This design comes from an exercise in tuning for small area, a short achievable clock period and few clock cycles per item on the open sky130 flow, not from production work.
Function was checked by simulation only, so behaviour that the tests miss may differ from the original.

// rgb_hsv_converter
module rgb_hsv_converter #(
  parameter int unsigned CHANNEL_BITS = 8
) (
  input  logic                         clk_i,
  input  logic                         rst_ni,
  input  logic                         cfg_we_i,
  input  logic                         cfg_wdata_i,
  input  logic                         pix_i_valid,
  output logic                         pix_i_ready,
  input  logic [CHANNEL_BITS-1:0]      pix_i_red,
  input  logic [CHANNEL_BITS-1:0]      pix_i_green,
  input  logic [CHANNEL_BITS-1:0]      pix_i_blue,
  input  logic [rhc_pkg::HUE_BITS-1:0] pix_i_hue,
  input  logic [CHANNEL_BITS-1:0]      pix_i_saturation,
  input  logic [CHANNEL_BITS-1:0]      pix_i_brightness,
  input  logic [CHANNEL_BITS-1:0]      pix_i_alpha,
  output logic                         pix_o_valid,
  input  logic                         pix_o_ready,
  output logic [CHANNEL_BITS-1:0]      pix_o_out_red,
  output logic [CHANNEL_BITS-1:0]      pix_o_out_green,
  output logic [CHANNEL_BITS-1:0]      pix_o_out_blue,
  output logic [rhc_pkg::HUE_BITS-1:0] pix_o_out_hue,
  output logic [CHANNEL_BITS-1:0]      pix_o_out_saturation,
  output logic [CHANNEL_BITS-1:0]      pix_o_out_brightness,
  output logic [CHANNEL_BITS-1:0]      pix_o_out_alpha
);
  localparam int unsigned NST = 9;   
  logic dir_q;
  logic en;
  always_ff @(posedge clk_i or negedge rst_ni) begin
    if (!rst_ni) begin
      dir_q <= 1'b0;
    end else if (cfg_we_i) begin
      dir_q <= cfg_wdata_i;
    end
  end
  logic [NST:1] vld_q;
  logic [NST:1] dir_s;
  logic [7:0]   alpha_s [NST+1];
  assign en          = !vld_q[NST] || pix_o_ready;
  assign pix_i_ready = en;
  always_ff @(posedge clk_i or negedge rst_ni) begin
    if (!rst_ni) begin
      vld_q <= '0;
    end else if (en) begin
      vld_q <= {vld_q[NST-1:1], pix_i_valid};
    end
  end
  assign alpha_s[0] = pix_i_alpha;
  always_ff @(posedge clk_i) begin
    if (en) begin
      dir_s <= {dir_s[NST-1:1], dir_q};
  ...
Size in the first run: about 450 flip-flops, about 120 I/O pins.
Settings: LEC_CHECK=0, ABC_AREA=1, CAP_MARGIN=20, CORE_MARGIN=2, CORE_UTILIZATION=40, CTS_CLUSTER_DIAMETER=100, CTS_CLUSTER_SIZE=24, SETUP_SLACK_MARGIN=5, SLEW_MARGIN=20; clock period 10.0 ns.
run.sh (not shown) runs the stock make flow with config.mk's settings and CLKGATE_MAP_FILE= SYNTH_SCRIPT=/design/flow/synth_recipe.tcl, a recipe that flattens the netlist after the stock synthesis.
The starting point completed without violations.
Testbench counts at the start, summed over its fixed seeds: cycles 19,368, items 19,200.
Change:
- CORE_UTILIZATION: 40 -> 55
- PLACE_DENSITY: not set -> 0.65
- The changed run produced a clean layout
- routed wire length barely changes
- fmax is about the same
- count of clock-buffer cells in the layout shrinks by 3
- hold slack got worse by 0.0069 ns

* * *

## alpha
rgb_hsv_converter, a different RTL version from the one above (not shown whole).
For scale: about 3300 cells after synthesis, ~460 flip-flops, roughly 35000 sq um of cells after synthesis.
## rgb_hsv_converter
module rgb_hsv_converter #(
  parameter int unsigned CHANNEL_BITS = 8
) (
  input  logic                         clk_i,
  input  logic                         rst_ni,
  input  logic                         cfg_we_i,
  input  logic                         cfg_wdata_i,
  input  logic                         pix_i_valid,
  output logic                         pix_i_ready,
  input  logic [CHANNEL_BITS-1:0]      pix_i_red,
  input  logic [CHANNEL_BITS-1:0]      pix_i_green,
  input  logic [CHANNEL_BITS-1:0]      pix_i_blue,
  input  logic [rhc_pkg::HUE_BITS-1:0] pix_i_hue,
  input  logic [CHANNEL_BITS-1:0]      pix_i_saturation,
  input  logic [CHANNEL_BITS-1:0]      pix_i_brightness,
  input  logic [CHANNEL_BITS-1:0]      pix_i_alpha,
  output logic                         pix_o_valid,
  input  logic                         pix_o_ready,
  output logic [CHANNEL_BITS-1:0]      pix_o_out_red,
  output logic [CHANNEL_BITS-1:0]      pix_o_out_green,
  output logic [CHANNEL_BITS-1:0]      pix_o_out_blue,
  output logic [rhc_pkg::HUE_BITS-1:0] pix_o_out_hue,
  output logic [CHANNEL_BITS-1:0]      pix_o_out_saturation,
  output logic [CHANNEL_BITS-1:0]      pix_o_out_brightness,
  output logic [CHANNEL_BITS-1:0]      pix_o_out_alpha
);
export LEC_CHECK = 0
export CAP_MARGIN = 20
export CORE_MARGIN = 2
export CORE_UTILIZATION = 65
export PLACE_DENSITY = 0.75
export SETUP_SLACK_MARGIN = 5
export SLEW_MARGIN = 20
create_clock -name core_clock -period 10.0 [get_ports {clk_i}]
Testbench counts of alpha, summed over its fixed seeds: cycles 19,368, items 19,200.
> inputs changed (alpha -> beta)
Settings: an added CTS_CLUSTER_DIAMETER of 100; an added CTS_CLUSTER_SIZE of 24.
--- outcome ---
- From alpha to beta the numbers moved as follows: max-cap violation count essentially unchanged, total of clock buffers placed in the layout decreased about 40%, least setup slack across all paths after layout increased 0.012 ns.
- | detail-routed via count per cell | beta vs alpha | ≈ equal |
- The higher cell count along the critical path came out of alpha.
- Between alpha and beta, wire length decreased.
### beta -> gamma
Settings: changing CORE_UTILIZATION from 65 to 40; removing CTS_CLUSTER_DIAMETER (formerly 100); removing PLACE_DENSITY (formerly 0.75); removing CTS_CLUSTER_SIZE (formerly 24).
- Layout overhead on the synthesized area ended up 4.1 points higher on gamma than on beta.
- Cell with the largest stage delay on the worst path = sky130_fd_sc_hd__clkdlybuf4s50_1: gamma; cell with the largest stage delay on the worst path = sky130_fd_sc_hd__fa_1: beta
- For the total number of vias, gamma came in 991 lower than beta did.
- Taking gamma as 1.0, beta lands at 0.896 on cell count.
- Relative to beta, worst max-slew margin expressed relative to the limit has increased by 1.8 points in gamma.
- gamma vs beta: number of well-tap cells placed up in gamma
- Clock transition at the registers of the reported paths came out lower on gamma than on beta.
diff inputs: gamma => delta
Settings: CTS_BUF_LIST newly set to sky130_fd_sc_hd__clkbuf_4 sky130_fd_sc_hd__clkbuf_8; PLACE_DENSITY newly set to 0.75; CORE_UTILIZATION changed from 40 to 65.
==> comparison <==
delta completed end to end with timing, DRC and antenna clean.
From gamma to delta the numbers moved as follows: violation count after the first detailed-route iteration has increased, cell depth of the worst flop-to-flop path has increased, setup slack has decreased.
Die area for delta is lower than for gamma.
Changes observed in delta relative to gamma: share of the clock period used by the worst path has increased, number of antenna violations at the first check in global routing now sits lower, post-route worst hold slack increased by 0.022 ns relative to the old numbers.
NOTE overall die width gamma->delta decreased by more than 10%
Between gamma and delta, the post-layout minimum cycle time is lower for gamma.

-- port drivers added, routing unchanged --
No port has a modelled driver above. Below, the same layouts with a new extraction and two added sets of constraints. Step 1 sets driving cells, clkbuf_16 on the clock port and buf_2 on the other inputs (assumed; they add their load-dependent delay and slew). Step 2 moves the port delays by t, midway between the first and last clock arrival at a register: inputs arrive t later, outputs are due t later. That takes back most of the time a late clock gives input paths. Slacks: no drivers / after step 1 / after step 2; pairs: no drivers / after step 1.
run	t (ns)	slack for setup (ns)	worst data-port slew with drivers (ns)	pins driven straight from the clock port
the first run of note 1	0.654	5.157 / 5.138 / 4.708	0.04	1
the second run of note 1	0.649	5.160 / 5.160 / 4.801	0.04	1
alpha	0.642	4.953 / 4.953 / 4.681	0.05	1
beta	0.623	4.965 / 4.965 / 4.608	0.05	1
gamma	0.659	5.051 / 5.027 / 4.576	0.07	1
delta	0.702	4.926 / 4.926 / 4.522	0.05	1
After both steps setup and hold are still met in every run listed. The setup slack of gamma, which loses most, moves by -0.024 ns with the drivers and by -0.475 ns with both steps.
